This is an optimization exercise on Yosys and OpenROAD, whose aim is small area, a short achievable clock period and few clock cycles per item, not a production implementation. RTL that was checked went through simulation tests only; none was proved equivalent to the original. Power is estimated from default activity; no workload was simulated.

==> trial 53: inputs <==
// fsk_demod
module fsk_demod (
    input  logic         sys_clk,
    input  logic         rst_n,
    input  logic [15:0]  sample_in,       
    input  logic         sample_valid,
    output logic         sample_ready,
    output logic         symbol,          
    output logic         symbol_valid,
    input  logic         symbol_ready
);
==> flow/config.mk <==
export PLATFORM = sky130hd
export DESIGN_NAME = fsk_demod
export DESIGN_NICKNAME = fsk_demod
export VERILOG_FILES = /design/flow/design.v
export SDC_FILE = /design/flow/constraint.sdc
export NUM_CORES = 4
export LEC_CHECK = 0
export CAP_MARGIN = 20
export CORE_MARGIN = 2
export CORE_UTILIZATION = 40
export SETUP_SLACK_MARGIN = 3.45
export SLEW_MARGIN = 20
==> flow/constraint.sdc <==
create_clock -name core_clock -period 6.0 [get_ports {sys_clk}]
set_input_delay 1.2000 -clock core_clock [delete_from_list [all_inputs] [get_ports {sys_clk}]]
set_output_delay 1.2000 -clock core_clock [all_outputs]
set_load 0.01 [all_outputs]
standard.sh (not shown) runs the stock make flow with config.mk's settings and CLKGATE_MAP_FILE= SYNTH_SCRIPT=/design/flow/synth_recipe.tcl, a recipe that flattens the netlist after the stock synthesis.
==> flow/flow/run.sh <==
#!/bin/bash
# Own flow: the standard layout, with two changes.
#  1. Synthesis: the standard script, except that synth's "fine" step skips its quick abc
#     (so extract_fa sees the RTL's adders unscrambled) and the final abc uses an area
#     script with deepsyn (flow/abc_deep.script). The result is used only when it holds
#     exactly the standard synthesis's registers (names and cell types); otherwise the
#     standard synthesis is kept.
#  2. Port buffers are plain buffers (BUFFER_PORTS_ARGS) instead of the delay cells the
#     resizer picks by default.
# Every tool's output goes to a log file of its own in this folder.
set -u
W=$PWD
F=$W/flow
R=$W/orfs/results/$FLOW_PLATFORM/fsk_demod/base
PORTS='BUFFER_PORTS_ARGS=-buffer_cell sky130_fd_sc_hd__buf_4'

bash standard.sh synth > $W/log_standard_synth.txt 2>&1 || { echo "standard synth failed"; exit 1; }
cp $R/1_2_yosys.v $W/standard_1_2_yosys.v

# modified copy of ORFS's synth.tcl and of the standard flow's synthesis script
mkdir -p $W/mysynth
sed -e 's|^\(\s*synth -top $::env(DESIGN_NAME) -run fine: {\*}$synth_full_args\)|\1 -noabc|' \
    -e "s|^source \$::env(SCRIPTS_DIR)/synth_preamble.tcl|&\nset abc_args [lreplace \$abc_args 1 1 $F/abc_deep.script]|" \
    $FLOW_HOME/scripts/synth.tcl > $W/mysynth/synth.tcl
sed "s|source \$::env(SCRIPTS_DIR)/synth.tcl|source $W/mysynth/synth.tcl|" $W/synth_recipe.tcl > $W/mysynth/synth_recipe.tcl

if make -C $FLOW_HOME DESIGN_CONFIG=$W/config.mk WORK_HOME=$W/mysynth/orfs CLKGATE_MAP_FILE= \
     SYNTH_SCRIPT=$W/mysynth/synth_recipe.tcl synth > $W/log_my_synth.txt 2>&1; then
  M=$W/mysynth/orfs/results/$FLOW_PLATFORM/fsk_demod/base/1_2_yosys.v
  if python3 $F/regcmp.py $W/standard_1_2_yosys.v $M > $W/log_regcmp.txt 2>&1; then
    cp $M $R/1_2_yosys.v
    rm -f $R/1_synth.odb $R/1_synth.sdc
    echo "using the modified synthesis"
  else
    echo "registers differ: keeping the standard synthesis"
  fi
else
  echo "modified synthesis failed: keeping the standard synthesis"
fi

bash standard.sh "$PORTS" finish > $W/log_standard_finish.txt 2>&1 || { echo "layout failed"; exit 1; }
test -f $W/out/final.def
==> flow/flow/abc_deep.script <==
strash
&get -n
&deepsyn -T 45 -S 1
&put
dch -f
map -a
topo
stime -c
buffer -c
upsize -c
dnsize -c
Other scripts of this flow, unchanged in this note and not shown: flow/flow/regcmp.py
==> trial 14: changes against trial 53 <==
--- a/flow/flow/run.sh
+++ b/flow/flow/run.sh
@@ -4,3 +4,3 @@
 #     (so extract_fa sees the RTL's adders unscrambled) and the final abc uses an area
-#     script with deepsyn (flow/abc_deep.script). The result is used only when it holds
+#     script with deepsyn (flow/abc.script). The result is used only when it holds
 #     exactly the standard synthesis's registers (names and cell types); otherwise the
@@ -14,3 +14,3 @@
 R=$W/orfs/results/$FLOW_PLATFORM/fsk_demod/base
-PORTS='BUFFER_PORTS_ARGS=-buffer_cell sky130_fd_sc_hd__buf_4'
+PORTS='BUFFER_PORTS_ARGS=-buffer_cell sky130_fd_sc_hd__buf_2'
 
@@ -22,3 +22,3 @@
 sed -e 's|^\(\s*synth -top $::env(DESIGN_NAME) -run fine: {\*}$synth_full_args\)|\1 -noabc|' \
-    -e "s|^source \$::env(SCRIPTS_DIR)/synth_preamble.tcl|&\nset abc_args [lreplace \$abc_args 1 1 $F/abc_deep.script]|" \
+    -e "s|^source \$::env(SCRIPTS_DIR)/synth_preamble.tcl|&\nset abc_args [lreplace \$abc_args 1 1 $F/abc.script]|" \
     $FLOW_HOME/scripts/synth.tcl > $W/mysynth/synth.tcl
==> flow/flow/abc.script (new file) <==
strash
&get -n
&deepsyn -T 45 -S 1
&put
dch -f
amap
topo
stime -c
buffer -c
upsize -c
dnsize -c
Settings changed: CTS_BUF_LIST set to sky130_fd_sc_hd__clkbuf_4 sky130_fd_sc_hd__clkbuf_8, SETUP_SLACK_MARGIN 3.45 to 3.2.
removed: flow/flow/abc_deep.script
==> summary of the runs <==
- In trial 53 the via count is lower than in trial 14, by 3.2%.
- Against trial 53, the area after synthesis of trial 14 is lower by 2.5%.
- Against trial 53, the clock skew of trial 14 is higher by 3.4 ps.
- Of trial 53 and trial 14, trial 53 has the higher synthesized cell count (gap 2.9%, measured against trial 14).
- In trial 53 the sequential share of layout area is lower than in trial 14, by 1.9 points.
- Of trial 14 and trial 53, trial 14 has the higher routed wire length (gap about 7%, measured against trial 53).
- Between trial 14 and trial 53, the lower count of clock-buffer cells in the layout is in trial 14 (gap 1).
- Of trial 14 and trial 53, trial 14 has the higher non-clock buffer count (gap 1).
- Register-to-register slack is about the same in trial 14 and trial 53.
- Of trial 14 and trial 53, trial 53 has the higher final cell count (gap about 2.5%, measured against trial 53).
==> figures <==
|  | trial 53 | trial 14 |
|---|---|---|
| Status | no timing/DRC/antenna violations | no timing/DRC/antenna violations |
| Routed Wire Length | 14300 µm | 15200 µm |
| Net count of the mapped netlist | 867 | 846 |
| Most frequent standard cell in the layout excluding fill and tap cells | sky130_fd_sc_hd__inv_1 | sky130_fd_sc_hd__nor2_1 |
| Internal power | 2.07 mW | 1.73 mW |
| Final area over synthesized area | 1.201x | 1.152x |
| GRT met2 Usage | 28.0% | 30.3% |
| Multi-input gate count | 491 | 510 |
| Post-route worst hold slack | 367 ps | 359 ps |
| Fraction of power consumed by sequential logic | 30.9% | 34.6% |
| Worst R2R Setup Slack | 3190 ps | 3200 ps |
| Data arrival time of the worst path | 3030 ps | 3120 ps |
| Max-slew headroom at the worst pin | 67.1% | 63.3% |
| Die outline area | 17400 µm² | 16900 µm² |
| Period minus WS final | 2810 ps | 2800 ps |
| Slack of the critical path | 3190 ps | 3200 ps |
| Routed met3 length | 693 µm | 685 µm |
| Detail-routed net length per standard cell | 14.0 µm | 15.3 µm |
| Worst-path fanout max | 5 | 4 |
| Final RePlAce weighted congestion | 0.982 | 0.955 |
| Post-route cell area | 7850 µm² | 7330 µm² |
| Fraction of area in registers | 26.3% | 28.2% |
Testbench counts of trial 53, summed over its fixed seeds: cycles 65,576, items 65,536.
Testbench counts of trial 14, summed over its fixed seeds: cycles 65,576, items 65,536.

==> try-zinc <==
fsk_demod, a different RTL version from the one above (not shown whole).
==> module fsk_demod, before the edit <==
module fsk_demod (
    input  logic         sys_clk,
    input  logic         rst_n,
    input  logic [15:0]  sample_in,       
    input  logic         sample_valid,
    output logic         sample_ready,
    output logic         symbol,          
    output logic         symbol_valid,
    input  logic         symbol_ready
);
    localparam int W = 24;
    logic       rdy;
    logic       take;
    logic [7:0] phase;
    logic [7:0] q1;           
    logic       p7;           
    logic [7:0] s1;
    logic       l1;
    assign sample_ready = rdy;
    assign take         = sample_valid && rdy;
    assign phase = sample_in[15:8];
    always_ff @(posedge sys_clk) begin
        q1 <= phase[7] ? 8'd0 - phase : phase;
        p7 <= phase[7];
        s1 <= sample_in[7:0] & {8{take}};
    end
    logic       newlast;      
    assign newlast = take && (phase == 8'hFF);
    always_ff @(posedge sys_clk or negedge rst_n) begin
        if (!rst_n) l1 <= 1'b0;
        else        l1 <= newlast;
    end
    logic signed [8:0] dhalf;
    logic [8:0]        se;
    logic [3:0]        neg_n, one_n, two_n;
    logic [3:0]        neg2, one2, two2;
    logic [8:0]        d2;
    logic              l2;
    tone_ref_lookup u_lookup (.q(q1[6:0]), .dref(dhalf));
    always_comb begin
        se = {s1, 1'b0};
        for (int i = 0; i < 4; i++) begin
            neg_n[i] = se[2*i+2];
            one_n[i] = se[2*i+1] ^ se[2*i];
            two_n[i] = (se[2*i+2] & ~se[2*i+1] & ~se[2*i]) | (~se[2*i+2] & se[2*i+1] & se[2*i]);
        end
    end
    always_ff @(posedge sys_clk) begin
        d2   <= q1[7] ? 9'd0 : dhalf;       
        neg2 <= neg_n ^ {4{p7}};
        one2 <= one_n;
        two2 <= two_n;
    end
    logic [W-1:0] acc_s, acc_c;
    logic [W-1:0] nx_s, nx_c;
    logic         run;        
    logic         l3;         
    logic         flush;      
    fsk_mac u_mac (
        .neg (neg2),
        .one (one2),
        .two (two2),
        .d   (d2),
        .sm  (run ? acc_s : ~acc_c),    
        .cm  (acc_c),
        .nx0 (nx_s),
        .nx1 (nx_c)
    );
    always_ff @(posedge sys_clk) begin
        acc_s <= nx_s;
        acc_c <= nx_c;
    end
    always_ff @(posedge sys_clk or negedge rst_n) begin
        if (!rst_n) begin
            l2      <= 1'b0;
            l3      <= 1'b0;
            flush   <= 1'b1;
            run     <= 1'b0;
        end else begin
            l2      <= l1;
            l3      <= l2;
            flush   <= 1'b0;
            run     <= !(l2 || flush);
        end
    end
    logic [W-1:0] gen_b, prop_b;    
    logic         cg0, cg1, cp1, cg2, cp2, x23;
    logic         dg0, dg1, dp1, dg2, dp2, dx23;
    logic         dec;
    logic         l4;
    assign gen_b  = acc_s & acc_c;
    assign prop_b = acc_s | acc_c;
    always_comb begin
        cg0 = 1'b0;
        for (int i = 0; i < 8; i++)   cg0 = gen_b[i] | (prop_b[i] & cg0);
        cg1 = 1'b0;
        for (int i = 8; i < 16; i++)  cg1 = gen_b[i] | (prop_b[i] & cg1);
        cg2 = 1'b0;
        for (int i = 16; i < 23; i++) cg2 = gen_b[i] | (prop_b[i] & cg2);
        cp1 = &prop_b[15:8];
        cp2 = &prop_b[22:16];
        x23 = acc_s[23] ^ acc_c[23];
    end
    always_ff @(posedge sys_clk) begin
        dg0  <= cg0;
        dg1  <= cg1;
        dp1  <= cp1;
        dg2  <= cg2;
        dp2  <= cp2;
        dx23 <= x23;
    end
    assign dec = !(dx23 ^ (dg2 | (dp2 & (dg1 | (dp1 & dg0)))));
    always_ff @(posedge sys_clk or negedge rst_n) begin
        if (!rst_n) l4 <= 1'b0;
        else        l4 <= l3;
    end
    logic [1:0] qv;
    logic       pop;
    symbol_decider u_queue (
        .sys_clk      (sys_clk),
        .rst_n        (rst_n),
        .push         (l4),
        .push_bit     (dec),
        .qv           (qv),
        .pop          (pop),
        .symbol       (symbol),
        .symbol_valid (symbol_valid),
        .symbol_ready (symbol_ready)
    );
    logic [5:0] ends;
    logic       at_most_one;
    assign ends = {newlast, l1, l2, l3, l4, pop ? qv[1] : qv[0]};
    always_comb begin
        at_most_one = 1'b1;
        for (int i = 0; i < 6; i++)
            for (int j = i + 1; j < 6; j++)
                if (ends[i] && ends[j]) at_most_one = 1'b0;
    end
    always_ff @(posedge sys_clk or negedge rst_n) begin
        if (!rst_n) rdy <= 1'b0;
        else        rdy <= (pop || !qv[1]) && at_most_one;
    end
endmodule
Settings: LEC_CHECK=0, CAP_MARGIN=20, CORE_MARGIN=2, CORE_UTILIZATION=50, SETUP_SLACK_MARGIN=3.5, SLEW_MARGIN=20; clock period 6.0 ns.
==> flow/flow/run.sh <==
#!/bin/bash
# Own flow: the standard layout, with two changes.
#  1. Synthesis: the standard script, except that synth's "fine" step skips its quick abc
#     (so extract_fa sees the RTL's adders unscrambled) and the final abc uses an area
#     mapping script (flow/abc.script). The result is used only when it holds
#     exactly the standard synthesis's registers (names and cell types); otherwise the
#     standard synthesis is kept.
#  2. Port buffers are plain buffers (BUFFER_PORTS_ARGS) instead of the delay cells the
#     resizer picks by default.
# Every tool's output goes to a log file of its own in this folder.
set -u
W=$PWD
F=$W/flow
R=$W/orfs/results/$FLOW_PLATFORM/fsk_demod/base
PORTS='BUFFER_PORTS_ARGS=-buffer_cell sky130_fd_sc_hd__buf_4'

bash standard.sh synth > $W/log_standard_synth.txt 2>&1 || { echo "standard synth failed"; exit 1; }
cp $R/1_2_yosys.v $W/standard_1_2_yosys.v

# modified copy of ORFS's synth.tcl and of the standard flow's synthesis script
mkdir -p $W/mysynth
sed -e 's|^\(\s*synth -top $::env(DESIGN_NAME) -run fine: {\*}$synth_full_args\)|\1 -noabc|' \
    -e "s|^source \$::env(SCRIPTS_DIR)/synth_preamble.tcl|&\nset abc_args [lreplace \$abc_args 1 1 $F/abc.script]|" \
    $FLOW_HOME/scripts/synth.tcl > $W/mysynth/synth.tcl
sed "s|source \$::env(SCRIPTS_DIR)/synth.tcl|source $W/mysynth/synth.tcl|" $W/synth_recipe.tcl > $W/mysynth/synth_recipe.tcl

if make -C $FLOW_HOME DESIGN_CONFIG=$W/config.mk WORK_HOME=$W/mysynth/orfs CLKGATE_MAP_FILE= \
     SYNTH_SCRIPT=$W/mysynth/synth_recipe.tcl synth > $W/log_my_synth.txt 2>&1; then
  M=$W/mysynth/orfs/results/$FLOW_PLATFORM/fsk_demod/base/1_2_yosys.v
  if python3 $F/regcmp.py $W/standard_1_2_yosys.v $M > $W/log_regcmp.txt 2>&1; then
    cp $M $R/1_2_yosys.v
    rm -f $R/1_synth.odb $R/1_synth.sdc
    echo "using the modified synthesis"
  else
    echo "registers differ: keeping the standard synthesis"
  fi
else
  echo "modified synthesis failed: keeping the standard synthesis"
fi

bash standard.sh "$PORTS" finish > $W/log_standard_finish.txt 2>&1 || { echo "layout failed"; exit 1; }
test -f $W/out/final.def
==> flow/flow/abc.script <==
strash
dch -f
map -a
topo
stime -c
buffer -c
upsize -c
dnsize -c
Other scripts of this flow, unchanged in this note and not shown: flow/flow/regcmp.py
==> try-harbor: changes against try-zinc <==
CORE_UTILIZATION = 60   (was 50)
==> try-ember: changes against try-zinc <==
--- a/flow/design.v
+++ b/flow/design.v
@@ -520,33 +520,13 @@
             run     <= !(l2 || flush);
         end
     end
-    logic [W-1:0] gen_b, prop_b;    
-    logic         cg0, cg1, cp1, cg2, cp2, x23;
-    logic         dg0, dg1, dp1, dg2, dp2, dx23;
-    logic         dec;
+    logic [W-1:0] total;
+    logic         dec;        
     logic         l4;
-    assign gen_b  = acc_s & acc_c;
-    assign prop_b = acc_s | acc_c;
-    always_comb begin
-        cg0 = 1'b0;
-        for (int i = 0; i < 8; i++)   cg0 = gen_b[i] | (prop_b[i] & cg0);
-        cg1 = 1'b0;
-        for (int i = 8; i < 16; i++)  cg1 = gen_b[i] | (prop_b[i] & cg1);
-        cg2 = 1'b0;
-        for (int i = 16; i < 23; i++) cg2 = gen_b[i] | (prop_b[i] & cg2);
-        cp1 = &prop_b[15:8];
-        cp2 = &prop_b[22:16];
-        x23 = acc_s[23] ^ acc_c[23];
-    end
+    assign total = acc_s + acc_c;
     always_ff @(posedge sys_clk) begin
-        dg0  <= cg0;
-        dg1  <= cg1;
-        dp1  <= cp1;
-        dg2  <= cg2;
-        dp2  <= cp2;
-        dx23 <= x23;
+        dec <= !total[W-1];
     end
-    assign dec = !(dx23 ^ (dg2 | (dp2 & (dg1 | (dp1 & dg0)))));
     always_ff @(posedge sys_clk or negedge rst_n) begin
         if (!rst_n) l4 <= 1'b0;
         else        l4 <= l3;
--- a/flow/flow/run.sh
+++ b/flow/flow/run.sh
@@ -2,7 +2,7 @@
 # Own flow: the standard layout, with two changes.
 #  1. Synthesis: the standard script, except that synth's "fine" step skips its quick abc
 #     (so extract_fa sees the RTL's adders unscrambled) and the final abc uses an area
-#     mapping script (flow/abc.script). The result is used only when it holds
+#     script with deepsyn (flow/abc_deep.script). The result is used only when it holds
 #     exactly the standard synthesis's registers (names and cell types); otherwise the
 #     standard synthesis is kept.
 #  2. Port buffers are plain buffers (BUFFER_PORTS_ARGS) instead of the delay cells the
@@ -20,7 +20,7 @@
 # modified copy of ORFS's synth.tcl and of the standard flow's synthesis script
 mkdir -p $W/mysynth
 sed -e 's|^\(\s*synth -top $::env(DESIGN_NAME) -run fine: {\*}$synth_full_args\)|\1 -noabc|' \
-    -e "s|^source \$::env(SCRIPTS_DIR)/synth_preamble.tcl|&\nset abc_args [lreplace \$abc_args 1 1 $F/abc.script]|" \
+    -e "s|^source \$::env(SCRIPTS_DIR)/synth_preamble.tcl|&\nset abc_args [lreplace \$abc_args 1 1 $F/abc_deep.script]|" \
     $FLOW_HOME/scripts/synth.tcl > $W/mysynth/synth.tcl
 sed "s|source \$::env(SCRIPTS_DIR)/synth.tcl|source $W/mysynth/synth.tcl|" $W/synth_recipe.tcl > $W/mysynth/synth_recipe.tcl
 
==> flow/flow/abc_deep.script (new file) <==
strash
&get -n
&deepsyn -T 45 -S 1
&put
dch -f
map -a
topo
stime -c
buffer -c
upsize -c
dnsize -c
removed: flow/flow/abc.script
==> impl_metrics.ini <==
[pwr]
p_clk_uw = 550
p_seq_frac = 0.357
internal_power_uw = 1970
leakage_uw = 0.00298

[run_status]
outcome = no timing/DRC/antenna violations

[placement]
placed_cells = 861

[layout]
fin_area_sq_um = 6870
nFillCells = 1134
final_cell_mix = dfxtp_1, inv_1, nand2_1, nor2_1, fa_1

[critical_path]
reg2reg_to = acc_s[11]$_DFF_P_
r2r_start = run$_DFF_PN0_

[grt]
grt_use_met1 = 0.304
# the run above: try-zinc

==> impl_metrics.ini <==
[layout]
nFillCells = 1005
fin_area_sq_um = 7430
final_cell_mix = inv_1, nor2_1, dfxtp_1, nand2_1, buf_4

[critical_path]
reg2reg_to = dec$_DFF_P_
r2r_start = acc_s[1]$_DFF_P_

[pwr]
internal_power_uw = 2130
leakage_uw = 0.00333
p_clk_uw = 615
p_seq_frac = 0.312

[run_status]
outcome = no timing/DRC/antenna violations

[placement]
placed_cells = 865
# the run above: try-ember

==> impl_metrics.ini <==
[placement]
placed_cells = 830

[layout]
final_cell_mix = inv_1, dfxtp_1, nand2_1, nor2_1, fa_1
fin_area_sq_um = 6860

[run_status]
outcome = no timing/DRC/antenna violations

[critical_path]
reg2reg_to = acc_s[11]$_DFF_P_
r2r_start = neg2[1]$_DFF_P_

[pwr]
internal_power_uw = 1880
leakage_uw = 0.00299

[grt]
grt_use_met1 = 0.335
# the run above: try-harbor

Testbench counts of try-zinc, summed over its fixed seeds: cycles 65,576, items 65,536.
Testbench counts of try-harbor, summed over its fixed seeds: cycles 65,576, items 65,536.
For try-ember, only the layout was checked, not whether the RTL still works.

## afterwards: timing with drivers on the ports
How much do the figures lean on ideal ports? The routed layouts below were timed once more, with nothing changed but the port constraints. Step 1 (the two cells are an assumption about what drives the block):
set clk [get_ports {sys_clk}]
set_driving_cell -lib_cell sky130_fd_sc_hd__clkbuf_16 $clk
set_driving_cell -lib_cell sky130_fd_sc_hd__buf_2 [delete_from_list [all_inputs] $clk]
Step 2 also shifts input and output timing later by t, the mid clock arrival at the registers, as if the neighbouring blocks saw the same clock. Three values: ideal ports, drivers, drivers and shift; two values: the first two.
run	t (ns)	setup WS [ns]	clock arrival spread, ns
trial 53	0.378	3.194 / 3.194 / 3.194	0.011 / 0.011
trial 14	0.407	3.196 / 3.196 / 3.196	0.015 / 0.014
try-zinc	0.386	3.505 / 3.505 / 3.505	0.006 / 0.006
try-harbor	0.397	3.445 / 3.445 / 3.445	0.016 / 0.016
try-ember	0.387	3.112 / 3.112 / 3.112	0.009 / 0.010
After both steps every run listed still meets setup and hold.
